From an optimization exercise on the open Yosys and OpenROAD flow, aimed at small area and a short achievable clock period; shortcuts taken in it are not production practice.
The RTL was checked by simulation tests, not by an equivalence proof against the original design.
Power and IR drop assume default switching activity.

build 52:
==> flow/design.v (excerpt) <==
module psum_drain_top (
    input  logic        iCLK,
    input  logic        iRSTn,
    input  logic        iStart,
    input  logic [4:0]  iNumRows,
    input  logic [7:0]  iNumPass,
    input  logic        iPsumVld,
    input  logic [63:0] iPsum,
    output logic [31:0] oData,
    output logic        oValid,
    input  logic        iReady,
    output logic        oBusy,
    output logic        oDone,
    output logic        oOvf
);
    psum_drain #(
        .MAX_ROWS (16),
        .OFIFO_D  (8),
        .SHIFT    (2),
        .RELU     (1)
    ) u_drain (
        .iCLK     (iCLK),
        .iRSTn    (iRSTn),
        .iStart   (iStart),
        .iNumRows (iNumRows),
        .iNumPass (iNumPass),
        .iPsumVld (iPsumVld),
        .iPsum    (iPsum),
        .oData    (oData),
        .oValid   (oValid),
        .iReady   (iReady),
        .oBusy    (oBusy),
        .oDone    (oDone),
        .oOvf     (oOvf)
    );
endmodule
==> flow/config.mk <==
export PLATFORM = sky130hd
export DESIGN_NAME = psum_drain_top
export DESIGN_NICKNAME = psum_drain_top
export VERILOG_FILES = /design/flow/design.v
export SDC_FILE = /design/flow/constraint.sdc
export NUM_CORES = 4
export LEC_CHECK = 0
export ABC_CLOCK_PERIOD_IN_PS = 2000
export CAP_MARGIN = 20
export CORE_MARGIN = 2
export CORE_UTILIZATION = 40
export CTS_CLUSTER_DIAMETER = 100
export CTS_CLUSTER_SIZE = 25
export SETUP_SLACK_MARGIN = 5.0
export SLEW_MARGIN = 20
export TNS_END_PERCENT = 100
==> flow/constraint.sdc <==
create_clock -name core_clock -period 7.5 [get_ports {iCLK}]
set_input_delay 1.5000 -clock core_clock [delete_from_list [all_inputs] [get_ports {iCLK}]]
set_output_delay 1.5000 -clock core_clock [all_outputs]
set_load 0.01 [all_outputs]
standard.sh (not shown) runs the stock make flow with config.mk's settings and CLKGATE_MAP_FILE= SYNTH_SCRIPT=/design/flow/synth_recipe.tcl, a recipe that flattens the netlist after the stock synthesis.
==> flow/flow/run.sh <==
#!/bin/bash
# The standard layout (the standard.sh, with the standard flow's synthesis script) with
# three changes:
#  * abc maps the combinational logic with a delay-driven script
#    (flow/abc_speed.script, "map" against ABC_CLOCK_PERIOD_IN_PS) instead of
#    ORFS's default; flip-flop mapping is untouched, so the registers are the
#    standard synthesis's;
#  * adders are left to abc instead of being pre-mapped to full/half-adder cells
#    (ADDER_MAP_FILE empty);
#  * the port buffers are sky130_fd_sc_hd__buf_2 instead of the default
#    delay-cell buffer; every input and output port is still buffered.
# ORFS's scripts are copied into the work folder so that only the abc script
# differs; all tool output goes to standard_flow.log and ORFS's own logs.
set -euo pipefail
rm -rf scripts_mod
cp -r "$FLOW_HOME/scripts" scripts_mod
cp flow/abc_speed.script scripts_mod/abc_speed.script
bash standard.sh "SCRIPTS_DIR=$PWD/scripts_mod" "ADDER_MAP_FILE=" \
    "BUFFER_PORTS_ARGS=-buffer_cell sky130_fd_sc_hd__buf_2" finish > standard_flow.log 2>&1
==> flow/flow/abc_speed.script <==
strash
dch -f
map {D}
buffer -c
topo
upsize {D}
dnsize {D}
Inputs modified between build 52 and build 98:
-- flow/config.mk --
<<< build 52, line 14
export SETUP_SLACK_MARGIN = 5.0
>>> build 98, line 14
export SETUP_SLACK_MARGIN = 4.8
<<< build 52, line 16
export TNS_END_PERCENT = 100
>>> build 98, line 16
export TNS_END_PERCENT = 50
==> results.txt <==
Build 98 went all the way through synthesis, placement and routing and the layout is clean on timing, DRC and antenna. For data arrival time of the worst path, build 98 and build 52 come out practically identical. From build 52 to build 98 the numbers moved as follows: sum of buffers and inverters on the critical path now sits at about the same level; count of non-CTS buffers in the layout down 92; worst hold-check slack about even; sequential share of layout area moved up; initial antenna violation count rose by 6. Changes observed in build 98 relative to build 52: power spent charging and discharging nets shows a reduction of 360 µW; synthesized cell count shows no meaningful change.
Input-level comparison between build 10 and build 98:
-- flow/config.mk --
<<< build 98, line 14
export SETUP_SLACK_MARGIN = 4.8
>>> build 10, line 14
export SETUP_SLACK_MARGIN = 4.6
<<< build 98, line 16
export TNS_END_PERCENT = 50
>>> build 10, line 16
export TNS_END_PERCENT = 30
==> results.txt <==
Diff build 98 -> build 10: final routed wire length divided by cell count climbed 0.44%; worst voltage drop across the vdd grid climbed 0.0061 mV.
Changes observed in build 10 relative to build 98: minimum period implied by the final worst setup slack went up, worst slack after detailed placement went up, fraction of met3 tracks used by global routing did not really move.
The top routing layer in use comes out met4 in one run and met5 in the other, namely in build 10 and build 98 respectively.
Build 98 → build 10: via count of the first global-routing pass has decreased; layout cell share with drive strength beyond 1 has decreased.
Path type of the worst setup path = register to output pin: build 98; path type of the worst setup path = register to register: build 10
Setup changes, build 10 to build 87
-- flow/config.mk --
<<< build 10, line 14
export SETUP_SLACK_MARGIN = 4.6
>>> build 87, line 14
export SETUP_SLACK_MARGIN = 4.5
<<< build 10, line 16
export TNS_END_PERCENT = 30
>>> build 87, line 16
export TNS_END_PERCENT = 10
## What came out
- Build 87: PASS, flow complete, no timing, DRC or antenna violations
- Going from build 10 to build 87, register-to-register slack now smaller; share of total power consumed by net switching neither gained nor lost much.
- Critical path data arrival time: build 87 vs build 10 up 130 ps
- Total power of the final layout of build 87 exceeds that of build 10 slightly.
- Per the comparison of build 87 with build 10, minimum period implied by the final worst setup slack went up 120 ps; worst setup timing slack at the placement stage went down 640 ps; maximum frequency went down by about 4%; worst hold slack moved down.
Here is what was changed in the inputs of build 33 compared with build 87.
-- flow/config.mk --
<<< build 87, line 8
export ABC_CLOCK_PERIOD_IN_PS = 2000
>>> build 33, line 8
export ABC_CLOCK_PERIOD_IN_PS = 1500
--- outcome ---
Any difference in final worst-path setup slack between build 33 and build 87 is small enough to ignore. Comparing build 33 against build 87, there is no change at all in global router's overall resource usage. Diff build 87..build 33 | per-cell via count in the routed design | unchanged. As far as maximum frequency from static timing analysis goes, build 87 and build 33 are indistinguishable; the numbers are identical. From build 33 to build 87, overall power of the completed layout did not move at all.

afterwards: timing with drivers on the ports:
No port has a modelled driver above. Below, the same layouts with a new extraction and two added sets of constraints.
Step 1: set_driving_cell puts a clkbuf_16 on iCLK and a buf_2 on each other input, an assumption about the parent block.
Step 2 also shifts input and output timing later by t, the mid clock arrival at the registers, as if the neighbouring blocks saw the same clock.
Three values: ideal, step 1, step 2; two values: the first two.
run | t, ns | setup slack, ns | hold WS [ns] | slew at the worst register clock pin (ns) | worst data-port slew with drivers (ns)
build 52 | 0.844 | 4.526 / 4.437 / 4.135 | 0.382 / 0.382 / 0.382 | 0.11 / 0.11 | 0.06
build 98 | 0.841 | 4.535 / 4.450 / 3.955 | 0.381 / 0.381 / 0.381 | 0.11 / 0.11 | 0.10
build 10 | 0.823 | 4.447 / 4.420 / 3.722 | 0.402 / 0.402 / 0.402 | 0.11 / 0.11 | 0.09
build 87 | 0.821 | 4.323 / 4.323 / 3.584 | 0.376 / 0.376 / 0.376 | 0.11 / 0.11 | 0.18
build 33 | 0.821 | 4.323 / 4.323 / 3.584 | 0.376 / 0.376 / 0.376 | 0.11 / 0.11 | 0.18
After both steps every run listed still meets setup and hold.
